This design comes from an exercise in tuning for small area on the open sky130 flow, not from production work. At most, simulation tests tie the RTL to the original design; equivalence was not proved. For run 2, only the layout was checked, not whether the RTL still works. Power and IR drop assume default switching activity. No driver is modelled on the clock port, so clocking that relies on it looks cheaper here than on a real chip.

--- flow/standard.sh ---
#!/bin/bash
# synth_recipe.tcl (not shown) runs the flow's synth.tcl, then flattens the netlist and writes it again
# the make line also repeats each setting of config.mk as NAME=value (left out here)
make -C /OpenROAD-flow-scripts/flow DESIGN_CONFIG=/design/flow/config.mk WORK_HOME=/design/flow/orfs CLKGATE_MAP_FILE= SYNTH_SCRIPT=/design/flow/synth_recipe.tcl "${@:-finish}"
--- flow/design.v ---
`timescale 1ns/1ns
module fl_aoi222
(
    input  logic a0, b0, a1, b1, a2, b2,
    output logic y
);
    assign y = !((a0 && b0) || (a1 && b1) || (a2 && b2));
endmodule
module fl_nand2
(
    input  logic a, b,
    output logic y
);
    assign y = !(a && b);
endmodule
module fl_nand4
(
    input  logic a, b, c, d,
    output logic y
);
    assign y = !(a && b && c && d);
endmodule
module fl_nand3
(
    input  logic a, b, c,
    output logic y
);
    assign y = !(a && b && c);
endmodule
module fl_or6
(
    input  logic [5:0] a,
    output logic       y
);
    assign y = |a;
endmodule
module fl_and2
(
    input  logic a, b,
    output logic y
);
    assign y = a && b;
endmodule
module fl_ao22
(
    input  logic a0, b0, a1, b1,
    output logic y
);
    assign y = (a0 && b0) || (a1 && b1);
endmodule
`timescale 1ns/1ns
module frame_loader
(
    input  logic                      clk,
    input  logic                      reset,
    input  logic                      serial_in,
    input  logic                      rd_req_req,
    input  logic [6-1:0]        rd_req_addr,
    output logic                      rd_rsp_ack,
    output logic [32-1:0]        rd_rsp_data
);
    localparam int NW = 63;
    logic [32-1:0] shift_q;
    logic               hunt;        
    logic               primed;      
    logic               sync_q;      
    logic [4:0]         bit_cnt;     
    logic               wv;          
    logic               wv2;         
    logic [5:0]         rot;         
    logic [5:0]         cnt;         
    logic               ready;
    logic               full;        
    logic               pend;        
    logic [4:0]         wr_ph;       
    logic               wr_pt;       
    logic [15:0]        frame_count;
    logic [32-1:0] hold_q;
    logic [32-1:0] ring [0:NW-1];
    logic               ack_q;
    logic [32-1:0] rd_data_q;
    logic [32-1:0] shift_next;
    logic               match;
    logic               frame_end;
    logic               wr_a;
    logic               wr_b;
    assign shift_next = {shift_q[32-2:0], serial_in};
    assign match      = hunt && primed && (shift_next == 32'hF9A42BB1);
    assign frame_end  = wv2 && (cnt == 6'd63);
    assign wr_a = pend && ((cnt == 6'd63) ? (rot == 6'd31) : (bit_cnt == wr_ph && !wr_pt));
    assign wr_b = pend && ((cnt == 6'd63) ? (rot == 6'd0)  : (bit_cnt == wr_ph &&  wr_pt));
    always_ff @(posedge clk or posedge reset)
    begin
        if (reset)
        begin
            hunt        <= 1'b1;
            primed      <= 1'b0;
            sync_q      <= 1'b0;
            bit_cnt     <= '0;
            wv          <= 1'b0;
            wv2         <= 1'b0;
            rot         <= '0;
            cnt         <= '0;
            ready       <= 1'b0;
            full        <= 1'b0;
            pend        <= 1'b0;
            frame_count <= '0;
        end
        else
        begin
            sync_q  <= match;
            wv      <= !hunt && (bit_cnt == 5'd30);
            wv2     <= wv;
            rot     <= (rot == 6'd0) ? 6'd62 : rot - 6'd1;
            bit_cnt <= match ? 5'd31 : bit_cnt + 5'd1;
            pend    <= (pend && !wr_a && !wr_b) || wv;
            if (bit_cnt == 5'd30)
                primed <= 1'b1;
            if (match)
                hunt <= 1'b0;
            else if (frame_end)
                hunt <= 1'b1;
            if (frame_end)
                full <= 1'b1;
            if (wv)
                cnt <= (cnt == 6'd63) ? 6'd1 : cnt + 6'd1;
            if (sync_q)
                ready <= 1'b0;
            else if (wv && cnt == 6'd62)
                ready <= 1'b1;
            if (wv && cnt == 6'd62)
                frame_count <= frame_count + 16'd1;
        end
    end
    logic [32-1:0] hold_d;
    logic [32-1:0] ring30_d;
    logic [32-1:0] ring62_d;
    logic               wv_n;
    logic               wr_a_n;
    logic               wr_b_n;
    assign wv_n   = !wv;
    assign wr_a_n = !wr_a;
    assign wr_b_n = !wr_b;
    for (genvar b = 0; b < 32; b++)
    begin : g_wr
        fl_ao22 i_hold (.a0(wv),   .b0(shift_q[b]), .a1(wv_n),   .b1(hold_q[b]),  .y(hold_d[b]));
        fl_ao22 i_r30  (.a0(wr_a), .b0(hold_q[b]),  .a1(wr_a_n), .b1(ring[31][b]), .y(ring30_d[b]));
        fl_ao22 i_r62  (.a0(wr_b), .b0(hold_q[b]),  .a1(wr_b_n), .b1(ring[0][b]),  .y(ring62_d[b]));
    end
    always_ff @(posedge clk)
    begin
        shift_q <= shift_next;
        hold_q  <= hold_d;
        if (wv && (cnt == 6'd63 || cnt == 6'd0))
        begin
            wr_ph <= rot[4:0];
            wr_pt <= rot[5];
        end
        for (int s = 0; s < NW; s++)
            ring[s] <= ring[(s + 1) % NW];
        ring[30] <= ring30_d;
        ring[62] <= ring62_d;
    end
    logic [5:0]         addr;
    logic [6:0]         sum;
    logic [5:0]         slot;
    logic               rd_start;
    logic               is_status;
    logic               addr_eq;
    logic               addr_lt;
    logic               sel_hold;
    logic               sel_ring;
    logic [NW-1:0]      sel;         
    logic               sel_h;       
    logic               sel_s;       
    logic               sel_k;       
    logic [32-1:0] status;
    logic [32-1:0] rd_next;
    assign addr = rd_req_addr;
    assign sum  = {1'b0, addr[0], addr[5:1]} + {1'b0, rot};
    assign slot = (sum >= 7'd63) ? 6'(sum - 7'd63) : sum[5:0];
    assign rd_start  = rd_req_req && !ack_q;
    assign is_status = (addr == '0);
    assign addr_eq   = (addr == cnt);
    assign addr_lt   = (addr < cnt);
    assign sel_hold  = !is_status && addr_eq && pend && !wv2;
    assign sel_ring  = !is_status && (addr_lt || (addr_eq && (!pend || (wv2 && full))) || (!addr_lt && !addr_eq && full));
    logic [7:0] dec_hi;
    logic [7:0] dec_lo;
    always_comb
    begin
        for (int h = 0; h < 8; h++)
            dec_hi[h] = rd_start && sel_ring && (slot[5:3] == 3'(h));
        for (int l = 0; l < 8; l++)
            dec_lo[l] = (slot[2:0] == 3'(l));
    end
    for (genvar s = 0; s < NW; s++)
    begin : g_dec
        fl_and2 i_and (.a(dec_hi[s / 8]), .b(dec_lo[s % 8]), .y(sel[s]));
    end
    assign sel_h  = rd_start && sel_hold;
    assign sel_s  = rd_start && is_status;
    assign sel_k  = !rd_start;
    assign status = {frame_count, 15'd0, ready};
    for (genvar b = 0; b < 32; b++)
    begin : g_bit
        logic [22:0] n;
        logic [5:0]  p;
        for (genvar g = 0; g < 21; g++)
        begin : g_grp
            fl_aoi222 i_ao
            (
                .a0 (sel[3*g]),   .b0 (ring[3*g][b]),
                .a1 (sel[3*g+1]), .b1 (ring[3*g+1][b]),
                .a2 (sel[3*g+2]), .b2 (ring[3*g+2][b]),
                .y  (n[g])
            );
        end
        if (b == 0 || b >= 16)
        begin : g_st
            fl_aoi222 i_ao
            (
                .a0 (sel_h), .b0 (hold_q[b]),
                .a1 (sel_s), .b1 (status[b]),
                .a2 (sel_k), .b2 (rd_data_q[b]),
                .y  (n[21])
            );
        end
        else
        begin : g_nst
            fl_nand2 i_nh (.a(sel_h), .b(hold_q[b]),    .y(n[21]));
            fl_nand2 i_nk (.a(sel_k), .b(rd_data_q[b]), .y(n[22]));
        end
        fl_nand4 i_n0 (.a(n[0]),  .b(n[1]),  .c(n[2]),  .d(n[3]),  .y(p[0]));
        fl_nand4 i_n1 (.a(n[4]),  .b(n[5]),  .c(n[6]),  .d(n[7]),  .y(p[1]));
        fl_nand4 i_n2 (.a(n[8]),  .b(n[9]),  .c(n[10]), .d(n[11]), .y(p[2]));
        fl_nand4 i_n3 (.a(n[12]), .b(n[13]), .c(n[14]), .d(n[15]), .y(p[3]));
        if (b == 0 || b >= 16)
        begin : g_st5
            fl_nand3 i_n4 (.a(n[16]), .b(n[17]), .c(n[18]), .y(p[4]));
            fl_nand3 i_n5 (.a(n[19]), .b(n[20]), .c(n[21]), .y(p[5]));
        end
        else
        begin : g_nst5
            fl_nand4 i_n4 (.a(n[16]), .b(n[17]), .c(n[18]), .d(n[19]), .y(p[4]));
            fl_nand3 i_n5 (.a(n[20]), .b(n[21]), .c(n[22]), .y(p[5]));
        end
        fl_or6   i_or (.a(p), .y(rd_next[b]));
    end
    always_ff @(posedge clk or posedge reset)
    begin
        if (reset)
            ack_q <= 1'b0;
        else
            ack_q <= rd_req_req;
    end
    always_ff @(posedge clk)
    begin
        rd_data_q <= rd_next;
    end
    assign rd_rsp_ack  = ack_q;
    assign rd_rsp_data = rd_data_q;
endmodule
--- flow/flow/run.sh ---
#!/bin/bash
# The standard layout (standard.sh) with two changes: clock tree synthesis
# adds no dummy loads, and the port buffers are the smallest buffer cell.
# Each tool's output is in orfs/logs/; make's output in standard.log.
set -e
export CTS_ARGS="-sink_clustering_enable -repair_clock_nets -dont_use_dummy_load -sink_clustering_size 32 -sink_clustering_max_diameter 90"
export BUFFER_PORTS_ARGS="-buffer_cell sky130_fd_sc_hd__buf_1"
bash standard.sh > standard.log 2>&1
--- flow/constraint.sdc ---
create_clock -name core_clock -period 10.0 [get_ports {clk}]
set_input_delay 2.0000 -clock core_clock [delete_from_list [all_inputs] [get_ports {clk}]]
set_output_delay 2.0000 -clock core_clock [all_outputs]
set_load 0.01 [all_outputs]
--- flow/config.mk ---
export PLATFORM = sky130hd
export DESIGN_NAME = frame_loader
export DESIGN_NICKNAME = frame_loader
export VERILOG_FILES = /design/flow/design.v
export SDC_FILE = /design/flow/constraint.sdc
export NUM_CORES = 4
export LEC_CHECK = 0
export CAP_MARGIN = 20
export CORE_MARGIN = 2
export CORE_UTILIZATION = 72
export CTS_CLUSTER_DIAMETER = 90
export CTS_CLUSTER_SIZE = 32
export SLEW_MARGIN = 20
export SYNTH_HIERARCHICAL = 1
export SYNTH_MINIMUM_KEEP_SIZE = 0
==> results of run 1 <==
[final cells by class]
type                            count  area (um2)
Tap cell                         1030        1290
Sequential cell                  2160       43500
Timing Repair Buffer               92         533
Multi-Input combinational cell   1415       11600
Inverter                           24        91.3
Antenna cell                        1        2.50
Clock buffer                       77        1930
Fill cell                        4459       17000
[path summary, 6_finish.rpt]
| path | start | endpoint | slack (ns) | depth (start not counted) |
|---|---|---|---|---|
| worst max register to register | rot[0] | rd_data_q[18] | 4.90 | 16 |
| max in group asynchronous | reset | wv2 | 8.01 | 2 |
| worst max-delay path | rd_req_addr[1] | rd_data_q[18] | 3.90 | 17 |
| min in group asynchronous | reset | cnt[0] | 1.45 | 2 |
| worst min-delay path | ring[62][19] | ring[61][19] | 0.32 | 0 |
| worst min register to register | ring[62][19] | ring[61][19] | 0.32 | 0 |
[per-module statistics from Yosys (local to each module, per instance)]
module,copies in the design,cell area [um2],cells inside
fl_and2,63,6.26,1
fl_ao22,96,8.76,1
fl_aoi222,689,10.0,1
fl_nand2,30,3.75,1
fl_nand3,49,5.00,1
fl_nand4,143,6.26,1
fl_or6,32,13.8,3
frame_loader,1,45400,2437
[flip-flops by register name, indices dropped and copies added, names as in the netlist, 5 cells and up]
register / cells
hold_q: 32
shift_q: 32
rd_data_q: 32
wr_ph: 5
ring: 2016
frame_count: 16
cnt: 6
rot: 6
bit_cnt: 5
[placed cells by master (no fill, tap or decap), drive strengths merged, types with 2 or more instances in the layout]
cell | Yosys | layout
nor4bb | 3 | 3
nand2 | 94 | 94
clkbuf | 3 | 77
dfrtp | 41 | 41
inv | 24 | 23
a222oi | 689 | 689
or2 | 2 | 2
o21ai | 10 | 10
edfxtp | 6 | 6
mux2i | 5 | 5
o311ai | 2 | 2
nand3 | 68 | 68
buf | 1 | 92
a31oi | 2 | 2
nand4 | 156 | 156
nor4b | 2 | 2
ha | 22 | 22
a211oi | 2 | 2
o211ai | 2 | 2
and3 | 4 | 4
nor2 | 54 | 54
and2 | 66 | 66
nor2b | 7 | 7
nor4 | 37 | 37
or3 | 3 | 3
o31ai | 4 | 4
a211o | 2 | 2
nand4b | 2 | 2
a21oi | 8 | 8
nor3 | 17 | 17
nand2b | 4 | 4
o21a | 4 | 4
dfxtp | 2112 | 2112
a22o | 97 | 97
xnor2 | 22 | 22
xor2 | 12 | 12
[layer usage]
layer	part of all wire [%]	global-route usage [%]	wire, um	vias up
li1	-	-	-	14802
met1	37	49.3	56500	17314
met2	45	59.4	69000	2200
met3	10	6.04	15600	441
met4	7.4	25.3	11200	0
met5	0	0	0	-
[through the flow]
| stage | utilization, % | power [W] | hold slack (ns) | instance area [um2] |
|---|---|---|---|---|
| after floorplan | - | 0.00885 | 0.330 | 55200 |
| after global placement | 75.1 | 0.00888 | 0.331 | 57000 |
| after detailed placement | 75.1 | 0.00888 | 0.335 | 57000 |
| after CTS | 77.6 | 0.0125 | 0.326 | 59000 |
| after global routing | 77.6 | 0.0128 | 0.330 | 59000 |
| final | 77.6 | 0.0125 | 0.318 | 59000 |
[power by group through the flow]
stage                     Sequential [W]  Combinational [W]  Clock, W
final                            0.00862          0.0000685   0.00378
after global routing             0.00862          0.0000723   0.00406
after CTS                        0.00862          0.0000659   0.00378
after detailed placement         0.00881          0.0000656         0
after global placement           0.00881          0.0000639         0
after floorplan                  0.00881          0.0000422         0
[worst max-delay path, stage by stage]
cell and delay, ns:
buf_1 0.15, ha_1 0.21, inv_1 0.07, fa_1 0.57, inv_1 0.10, ha_1 0.25, o21a_1 0.21, o311a_1 0.15
a31oi_4 0.29, or3_1 0.17, mux2i_1 0.28, and2_1 0.35, buf_4 0.32, a222oi_1 0.44, nand4_1 0.29, nor4_1 0.63
nand2_1 0.13
[kinds of logic (layout without fill, tap and decap cells)]
family / count (synthesis) / in the layout / share of synthesized area, %
multiplexers: 6 / 6 / 0.111
other: 0 / 1 / 0
XOR/XNOR: 34 / 34 / 0.553
AND/OR/NAND/NOR: 521 / 521 / 5.09
AO/OA/AOI/OAI: 831 / 831 / 14.7
flip-flops: 2160 / 2160 / 78.8
adder cells (fa/ha/maj): 23 / 23 / 0.535
buffers and inverters: 28 / 193 / 0.190
==> flow_summary.toml, run 1 <==
[final_layout]
fin_cells = 4799
nets = 3803
syn2layout_area_growth_pct = 6.84
drive_gt1_share_pct = 4.41

[placement]
io_buffer_count = 42
place_inst = 4721
post-place-ws_ns = 3.27
dp_hpwl_mm = 92.1
gp_congestion = 0.917

[cts]
cts_resized = 0
cts_tree = "built"
cts.htree.levels = 3
cts_max_path_buffers = 3
cts_buffers = 77
post_cts_buffers = 0
numClockSinks = 2160
cts_root_buffer = "clkbuf_16"
ctsHoldBuffers = 0
path_clk_slew_ns = 0.11
insertion_delay_ns = 0.68

[yosys]
synth_fp_nets = 3636
synth_most_common_cell = "dfxtp_1"
ys_seq_area_share_pct = 78.8
synthFlopType = "dfxtp_1"
yosysTopAreaCell = "dfxtp_1"
synthTopCellsByCount = "2112 x dfxtp_1, 689 x a222oi_1, 156 x nand4_1"
async_reset_ff_share_pct = 1.94
netlist_instances = 3603
syn_avg_cell_area_um2 = 15.3
synth_cell_types = 56
yosys_register_bits = 2160
yosys-top-cells-area = "dfxtp_1 77%, a222oi_1 12%, dfrtp_1 1.9%"
yosysTopAreaCellShare_pct = 76.6
synth_area_um2 = 55200
synth-edff-count = 6
ys_warn_count = 9

[power_and_ir_drop]
leakagePower_nw = 21.9
p_sw_w = 0.00243
p_int_w = 0.0100
power.share.clock_pct = 30.3
max-vdd-ir-drop_uv = 177
combPwrFrac_pct = 0.5
sw_frac_of_total_pct = 19.5
pwr_density_cell_nw_per_um2 = 211
seq_power_share_pct = 69.1

[critical_path]
worstPathArrival_ns = 6.62
path_max_fanout = 32
required_ns = 10.52
critPathLaunchType = "primary input"
cp-end-kind = "flip-flop"
critical_path_class = "primary input to flip-flop"

[global_routing]
overflow = 0
grt_first_pass_wirelength_mm = 222
grt_pass1_vias = 35207
grt_antenna_before_repair = 1
grt_util_all_layers_pct = 38.0
grt_max_degree = 43

[route]
viasPerCell = 7.24
postRouteAntennaNets = 0
drt-initial-drc-count = 5849
wl_per_cell_um = 31.7
firstDrtPassIters = 9
drc = 0
totalWireLength_mm = 152
vias = 34757

[timing]
setup_slack_ns = 3.90
maxSlewViolCount = 0
setup_tns_ns = 0
fmax_mhz = 164
maxSlewHeadroom_pct = 21.1
finalCriticalPeriod_ns = 6.10
rsz0062_at_grt = "no"
hold_viol_final = 0
setup_viol = 0
fin_skew_ns = 0.0597
tightest_slew_ns = 1.18
fin_crit_sh_pct = 61.0

[die]
die_h_um = 281
core_um2 = 75900
start_util_pct = 72.7
fp-row-count = 101
io_pins = 43
die_w_um = 281
dieArea_um2 = 78900

[status]
run_status = "no timing/DRC/antenna violations"

[flow_run]
maxCapViolCount = 0

[worst_hold_path]
hold_class = "flip-flop to flip-flop"
==> run 2, diff against run 1 <==
--- a/flow/design.v
+++ b/flow/design.v
@@ -47,6 +47,13 @@
     output logic y
 );
     assign y = (a0 && b0) || (a1 && b1);
+endmodule
+module fl_nor2
+(
+    input  logic a, b,
+    output logic y
+);
+    assign y = !(a || b);
 endmodule
 `timescale 1ns/1ns
 module frame_loader
@@ -185,18 +192,18 @@
     assign addr_lt   = (addr < cnt);
     assign sel_hold  = !is_status && addr_eq && pend && !wv2;
     assign sel_ring  = !is_status && (addr_lt || (addr_eq && (!pend || (wv2 && full))) || (!addr_lt && !addr_eq && full));
-    logic [7:0] dec_hi;
-    logic [7:0] dec_lo;
+    logic [7:0] dec_hi_n;
+    logic [7:0] dec_lo_n;
     always_comb
     begin
         for (int h = 0; h < 8; h++)
-            dec_hi[h] = rd_start && sel_ring && (slot[5:3] == 3'(h));
+            dec_hi_n[h] = !(rd_start && sel_ring && (slot[5:3] == 3'(h)));
         for (int l = 0; l < 8; l++)
-            dec_lo[l] = (slot[2:0] == 3'(l));
+            dec_lo_n[l] = !(slot[2:0] == 3'(l));
     end
     for (genvar s = 0; s < NW; s++)
     begin : g_dec
-        fl_and2 i_and (.a(dec_hi[s / 8]), .b(dec_lo[s % 8]), .y(sel[s]));
+        fl_nor2 i_nor (.a(dec_hi_n[s / 8]), .b(dec_lo_n[s % 8]), .y(sel[s]));
     end
     assign sel_h  = rd_start && sel_hold;
     assign sel_s  = rd_start && is_status;
==> flow_summary.toml, run 2 <==
[status]
run_status = "no timing/DRC/antenna violations"

[die]
die_h_um = 281
fp-row-count = 101
io_pins = 43
dieArea_um2 = 78900
start_util_pct = 72.7
core_um2 = 75900
die_w_um = 281

[placement]
post-place-ws_ns = 3.17
gp_congestion = 0.965
dp_hpwl_mm = 93.2
dpl_cell_area_um2 = 57400
io_buffer_count = 42

[critical_path]
critPathLaunchType = "primary input"
cp_top_family = "compound AO/OA/AOI/OAI gates"
required_ns = 10.50
worstSetupStartpoint = "rd_req_addr[1]"
worstPathArrival_ns = 6.77
path_max_fanout = 32
ff2ff_setup_slack_ns = 4.76
path_cells = "buf_1, ha_1, inv_1, fa_1, inv_1, ha_1, nor2_1, o31ai_1, a21oi_1, o211ai_1, nor2_2, buf_4, a222oi_1, nand4_1, nor4_2, nand2_1"
slowest_stage = "o211ai_1"
path_buf_inv = 4
critical_path_class = "primary input to flip-flop"
rr_startpoint = "rot[0]"
cp-end-kind = "flip-flop"
slowest_delay_ns = 0.92

[cts]
cts_max_path_buffers = 3
cts_buffers = 77
path_clk_slew_ns = 0.11
ctsHoldBuffers = 0
cts_root_buffer = "clkbuf_16"
cts_resized = 0
insertion_delay_ns = 0.68
post_cts_buffers = 0
cts.htree.levels = 3
cts_tree = "built"
numClockSinks = 2160

[global_routing]
overflow = 0
grt_util_all_layers_pct = 40.2
grt_first_pass_wirelength_mm = 233
grt_antenna_before_repair = 6
grt_max_degree = 43
grt_pass1_vias = 36274

[timing]
fin_crit_sh_pct = 62.7
maxSlewHeadroom_pct = 23.0
fin_skew_ns = 0.0549
tightest_slew_ns = 1.15
hold_viol_final = 0
hold_ws_ns = 0.330
rsz0062_at_grt = "no"
setup_slack_ns = 3.73
maxSlewViolCount = 0
fmax_mhz = 159
finalCriticalPeriod_ns = 6.27
setup_tns_ns = 0
setup_viol = 0

[final_layout]
syn2layout_area_growth_pct = 7.44
nFillCells = 4483
final_cell_mix = "2112 x dfxtp_1, 689 x a222oi_1, 159 x nand4_1, 96 x a22o_1, 86 x nand2_1"
finish.instance_area_um2 = 59300
drive_gt1_share_pct = 6.14
top_register = "ring"
nets = 3845
layout_commonest_cell = "dfxtp_1"
largest_reg_flops = 2016

[yosys]
synthTopCellsByCount = "2112 x dfxtp_1, 689 x a222oi_1, 159 x nand4_1"
ys_seq_area_share_pct = 78.8
async_reset_ff_share_pct = 1.94
synth-edff-count = 6
yosysTopAreaCell = "dfxtp_1"
yosysTopAreaCellShare_pct = 76.6
synth_most_common_cell = "dfxtp_1"
synth_cell_types = 63
yosys_register_bits = 2160
ys_warn_count = 9
synth_fp_nets = 3656
synthFlopType = "dfxtp_1"
netlist_instances = 3623
syn_avg_cell_area_um2 = 15.2
synth_area_um2 = 55200
yosys-top-cells-area = "dfxtp_1 77%, a222oi_1 12%, dfrtp_1 1.9%"

[route]
viasPerCell = 7.29
vias = 35308
postRouteAntennaNets = 0
wl_per_cell_um = 33.1
drt-initial-drc-count = 6432
drc = 0
totalWireLength_mm = 160
firstDrtPassIters = 11

[power_and_ir_drop]
leakagePower_nw = 22.0
max-vdd-ir-drop_uv = 189
pwr_density_cell_nw_per_um2 = 211

[worst_hold_path]
hold_class = "flip-flop to flip-flop"
worst_hold_startpoint = "ring[45][28]"

[flow_run]
maxCapViolCount = 0
-- run 2: cell types whose count changed in the layout (fill, tap and decap cells not counted), sizes merged, moves of 4 or more --
cell,before,now
mux2i,5,1
and2,66,6
nand3,68,72
a21oi,8,15
nand2,94,87
a21o,1,8
diode,1,5
and4,0,6
nor3,17,9
buf,92,118
nor2,54,115
and3,4,10
-- run 2: power by group --
| part | total [W] | switching (W) | leakage, nW | internal, W |
|---|---|---|---|---|
| logic | 0.0000852 | 0.0000640 | 3.46 | 0.0000212 |
| registers | 0.00862 | 0.00000751 | 17.6 | 0.00861 |
| clock network | 0.00378 | 0.00238 | 0.949 | 0.00140 |
-- run 2: worst register-to-register path, cell delays in order, from the launching register on --
cell and delay (ns):
dfrtp_1 0.47, ha_1 0.23, inv_1 0.06, fa_1 0.51, inv_1 0.10, ha_1 0.21, nor2_1 0.07, o31ai_1 0.41
a21oi_1 0.20, o211ai_1 0.92, nor2_2 0.07, buf_4 0.37, a222oi_1 0.48, nand4_1 0.21, nor4_2 0.69, nand2_1 0.10
-- run 2: final timing paths --
check,end,cells after the start
worst max-delay path,rd_data_q[23],16
worst min-delay path,ring[44][28],0
worst max register to register,rd_data_q[23],15
worst min register to register,ring[44][28],0
max in group asynchronous,frame_count[5],3
min in group asynchronous,cnt[1],3
-- run 2: per-layer routing --
metal  routed length [um]  GRT usage (%)
met1                56000           50.8
met2                70700           62.2
met3                20000           8.41
met4                13500           28.5
met5                   43              0
-- run 2: cell type report --
cell class	count	area, um2	share of cell area (%)
clock buffers	77	1930	3.25
repair buffers	118	728	1.23
well taps	1030	1290	2.17
inverters	22	82.6	0.139
flip-flops and latches	2160	43500	73.4
diodes	5	12.5	0.0211
multi-input cells	1433	11700	19.8
-- run 2: cells by family (layout without fill, tap and decap cells) --
family / count (synthesis) / in the layout / share of synthesized area [%]
xor gates and xnor gates: 37 / 37 / 0.587
and+or+nand+nor: 525 / 525 / 4.94
muxes: 2 / 2 / 0.0385
DFF: 2160 / 2160 / 78.8
other: 0 / 5 / 0
adders and majority gates: 23 / 23 / 0.535
AOI/OAI and AO/OA: 846 / 846 / 14.8
buffers and inverters: 30 / 217 / 0.215
-- run 2: per-module statistics from Yosys, one instance, submodules excluded, a selection --
module | flops+latches | times used | cells inside | cell area, um2
frame_loader | 2160 | 1 | 2457 | 45500
fl_or6 | 0 | 32 | 3 | 13.8
fl_aoi222 | 0 | 689 | 1 | 10.0
fl_nand4 | 0 | 143 | 1 | 6.26
fl_nor2 | 0 | 63 | 1 | 3.75
fl_nand2 | 0 | 30 | 1 | 3.75
fl_nand3 | 0 | 49 | 1 | 5.00
-- run 2: per-stage QoR --
| stage | cells | utilization [%] | power (W) |
|---|---|---|---|
| after global routing | 4840 | 78.1 | 0.0128 |
| after global placement | 4761 | 75.5 | 0.00889 |
| after detailed placement | 4763 | 75.5 | 0.00890 |
| final | 4845 | 78.1 | 0.0125 |
| after floorplan | 3623 | - | 0.00886 |
| after CTS | 4840 | 78.1 | 0.0125 |
==> run 3, diff against run 2 <==
--- a/flow/design.v
+++ b/flow/design.v
@@ -47,13 +47,6 @@
     output logic y
 );
     assign y = (a0 && b0) || (a1 && b1);
-endmodule
-module fl_nor2
-(
-    input  logic a, b,
-    output logic y
-);
-    assign y = !(a || b);
 endmodule
 `timescale 1ns/1ns
 module frame_loader
@@ -192,18 +185,18 @@
     assign addr_lt   = (addr < cnt);
     assign sel_hold  = !is_status && addr_eq && pend && !wv2;
     assign sel_ring  = !is_status && (addr_lt || (addr_eq && (!pend || (wv2 && full))) || (!addr_lt && !addr_eq && full));
-    logic [7:0] dec_hi_n;
-    logic [7:0] dec_lo_n;
+    logic [7:0] dec_hi;
+    logic [7:0] dec_lo;
     always_comb
     begin
         for (int h = 0; h < 8; h++)
-            dec_hi_n[h] = !(rd_start && sel_ring && (slot[5:3] == 3'(h)));
+            dec_hi[h] = rd_start && sel_ring && (slot[5:3] == 3'(h));
         for (int l = 0; l < 8; l++)
-            dec_lo_n[l] = !(slot[2:0] == 3'(l));
+            dec_lo[l] = (slot[2:0] == 3'(l));
     end
     for (genvar s = 0; s < NW; s++)
     begin : g_dec
-        fl_nor2 i_nor (.a(dec_hi_n[s / 8]), .b(dec_lo_n[s % 8]), .y(sel[s]));
+        fl_and2 i_and (.a(dec_hi[s / 8]), .b(dec_lo[s % 8]), .y(sel[s]));
     end
     assign sel_h  = rd_start && sel_hold;
     assign sel_s  = rd_start && is_status;
==> flow/run.sh (new file) <==
#!/bin/bash
# synth_recipe.tcl (not shown) runs the flow's synth.tcl, then flattens the netlist and writes it again
# the make line also repeats each setting of config.mk as NAME=value (left out here)
make -C /OpenROAD-flow-scripts/flow DESIGN_CONFIG=/design/flow/config.mk WORK_HOME=/design/flow/orfs CLKGATE_MAP_FILE= SYNTH_SCRIPT=/design/flow/synth_recipe.tcl finish
removed: flow/flow/run.sh
removed: flow/standard.sh
==> flow_summary.toml, run 3 <==
[yosys]
synth_most_common_cell = "dfxtp_1"
synth_cell_types = 56
yosys-top-cells-area = "dfxtp_1 77%, a222oi_1 12%, dfrtp_1 1.9%"
synth_area_um2 = 55200
synthXorXnorAreaFrac_pct = 0.553
yosys-mux-area-fraction_pct = 0.111
yosys.area_share.simple_pct = 5.09
syn_avg_cell_area_um2 = 15.3
synth_fa_ha_area_share_pct = 0.535
synth_compound_area_share_pct = 14.7
ys_seq_area_share_pct = 78.8
synthFlopType = "dfxtp_1"
yosysTopAreaCell = "dfxtp_1"
yosys_register_bits = 2160
netlist_instances = 3603
synth_fp_nets = 3636
ys_warn_count = 9
synthTopCellsByCount = "2112 x dfxtp_1, 689 x a222oi_1, 156 x nand4_1"
async_reset_ff_share_pct = 1.94
synth-edff-count = 6
yosysTopAreaCellShare_pct = 76.6
synth_top_family_by_area = "compound AO/OA/AOI/OAI gates"

[global_routing]
top_usage_layer = "met2"
use_met1_pct = 48.3
grt_first_pass_wirelength_mm = 224
grt_util_all_layers_pct = 38.3
grt_pass1_vias = 35618
grt_max_degree = 43
grt_antenna_before_repair = 4
overflow = 0
grt_util_met3_pct = 7.07
grt_util_met2_pct = 60.5

[route]
firstDrtPassIters = 9
wl_per_cell_um = 31.7
totalWireLength_mm = 153
viasPerCell = 7.21
drc = 0
vias = 34735
postRouteAntennaNets = 0
drt-initial-drc-count = 6146

[power_and_ir_drop]
p_int_w = 0.0101
power.share.clock_pct = 31.2
leakagePower_nw = 22.1
max-vdd-ir-drop_uv = 199
p_total_w = 0.0126
sw_frac_of_total_pct = 19.7
seq_power_share_pct = 68.3
combPwrFrac_pct = 0.6
p_sw_w = 0.00249
pwr_density_cell_nw_per_um2 = 212

[flow_run]
maxCapViolCount = 0

[die]
core_um2 = 75900
io_pins = 43
die_h_um = 281
fp-row-count = 101
start_util_pct = 72.7
dieArea_um2 = 78900
die_w_um = 281

[placement]
gp_congestion = 0.922
post-place-ws_ns = 2.56
dp_hpwl_mm = 92.7
io_buffer_count = 42

[worst_hold_path]
worst_hold_startpoint = "ring[37][20]"
hold_depth = 0
hold_class = "flip-flop to flip-flop"

[critical_path]
worstRegToRegCells = 15
rr_startpoint = "rot[0]"
path_cells = "clkdlybuf4s50_1, ha_1, inv_1, fa_1, inv_1, ha_1, o21a_1, o311a_1, a31oi_4, or3_1, mux2i_1, and2_2, a222oi_1, nand4_1, nor4_1, nand2_1"
path_buf_inv = 3
path_max_fanout = 32
cp_top_family = "simple AND/OR/NAND/NOR gates"
cp-end-kind = "flip-flop"
worstSetupStartpoint = "rd_req_addr[1]"
cp.depth = 16
worstPathArrival_ns = 7.27
required_ns = 10.53
critPathLaunchType = "primary input"
slowest_delay_ns = 0.96
slowest_stage = "nor4_1"
critical_path_class = "primary input to flip-flop"

[timing]
fin_skew_ns = 0.0285
setup_slack_ns = 3.27
fmax_mhz = 148
fin_crit_sh_pct = 67.3
setup_viol = 0
maxSlewViolCount = 0
setup_tns_ns = 0
finalCriticalPeriod_ns = 6.73
tightest_slew_ns = 1.22
maxSlewHeadroom_pct = 18.1
rsz0062_at_grt = "no"
hold_viol_final = 0

[final_layout]
layout_commonest_cell = "dfxtp_1"
top_register = "ring"
nets = 3803
drive_gt1_share_pct = 4.76
syn2layout_area_growth_pct = 7.72
nFillCells = 4515
final_cell_mix = "2112 x dfxtp_1, 689 x a222oi_1, 156 x nand4_1, 97 x a22o_1, 94 x nand2_1"
largest_reg_flops = 2016

[status]
run_status = "no timing/DRC/antenna violations"

[cts]
cts_buffers = 78
numClockSinks = 2160
post_cts_buffers = 0
cts_tree = "built"
insertion_delay_ns = 0.69
cts_root_buffer = "clkbuf_16"
cts_resized = 0
cts.htree.levels = 3
cts_max_path_buffers = 3
path_clk_slew_ns = 0.11
ctsHoldBuffers = 0
run 3: cell types whose count changed in the layout (fill, tap and decap cells not counted), sizes merged, moves of 11 or more:
| cell | previous run | this run |
|---|---|---|
| clkbuf | 77 | 88 |
| clkdlybuf4s50 | 0 | 42 |
| nor2 | 115 | 54 |
| and2 | 6 | 66 |
| buf | 118 | 49 |
run 3: through the flow:
stage | util [%] | hold WS (ns) | area [um2] | instances
after floorplan | - | 0.330 | 55200 | 3603
after global placement | 75.4 | 0.332 | 57300 | 4720
after detailed placement | 75.4 | 0.335 | 57300 | 4720
after CTS | 78.3 | 0.347 | 59400 | 4815
after global routing | 78.3 | 0.346 | 59400 | 4815
final | 78.3 | 0.344 | 59400 | 4816
run 3: path summary, 6_finish.rpt:
kind,slack [ns],end
max in group asynchronous,7.71,frame_count[1]
setup reg to reg,4.53,rd_data_q[5]
hold / removal,0.34,ring[36][20]
min in group asynchronous,1.76,bit_cnt[1]
setup / recovery,3.27,rd_data_q[5]
hold reg to reg,0.34,ring[36][20]
run 3: cells by family after synthesis:
family                     after synthesis
adders and majority gates               23
and+or+nand+nor                        521
buffers and inverters                   28
DFF                                   2160
AOI/OAI and AO/OA                      831
xor gates and xnor gates                34
muxes                                    6
run 3: final cells by class:
class | instances | area (um2) | area share [%]
multi-input combinational | 1415 | 11600 | 19.5
sequential | 2160 | 43500 | 73.2
clock buffer | 88 | 2050 | 3.45
clock inverter | 7 | 91.3 | 0.154
tap | 1030 | 1290 | 2.17
timing repair buffer | 91 | 788 | 1.33
inverter | 24 | 91.3 | 0.154
antenna | 1 | 2.50 | 0.00421
run 3: modules after synthesis (local to each module, per instance):
module	flip-flops and latches	area [um2]
fl_aoi222	0	10.0
fl_ao22	0	8.76
frame_loader	2160	45400
fl_or6	0	13.8
fl_nand3	0	5.00
fl_nand2	0	3.75
fl_nand4	0	6.26
fl_and2	0	6.26
run 3: worst reg2reg max path, delay by kind of cell, from the launching register on:
family	cells	cell delay [ns]
simple gates	5	2.14
compound gates	4	1.17
fa+ha+maj	3	1.03
flops	1	0.52
mux	1	0.31
buf+inv	2	0.15
run 3: layer usage:
metal	part of all wire, %	vias up
li1	-	14822
met1	36	17150
met2	45	2268
met3	11	489
met4	7.8	6
met5	0.018	-
run 3: power groups by stage:
| stage | clock network [W] | logic [W] | registers (W) |
|---|---|---|---|
| after floorplan | 0 | 0.0000422 | 0.00881 |
| after global placement | 0 | 0.0000669 | 0.00881 |
| after detailed placement | 0 | 0.0000687 | 0.00881 |
| after CTS | 0.00394 | 0.0000691 | 0.00862 |
| after global routing | 0.00424 | 0.0000754 | 0.00862 |
| final | 0.00393 | 0.0000710 | 0.00862 |

-- what the ideal ports hide --
The results above use ideal ports. As a check the final layouts listed here were re-extracted and re-timed, cells and wires unchanged.
Step 1 assumes that a clkbuf_16 drives the clock port and a buf_2 every other input.
Step 2 moves the port delays by t, midway between the first and last clock arrival at a register: inputs arrive t later, outputs are due t later. That takes back most of the time a late clock gives input paths.
Three values: no drivers, after step 1, after step 2; two values: the first two.
run | shift t [ns] | setup slack, ns | worst setup path at the end | worst data-port slew with drivers (ns)
run 1 | 0.724 | 3.901 / 3.946 / 3.222 | input to register | 0.04
run 2 | 0.726 | 3.729 / 3.777 / 3.050 | input to register | 0.10
run 3 | 0.748 | 3.265 / 3.311 / 2.562 | input to register | 0.04
After both steps setup and hold are still met in every run listed. The setup slack of run 3, which loses most, moves by +0.046 ns with the drivers and by -0.703 ns with both steps.
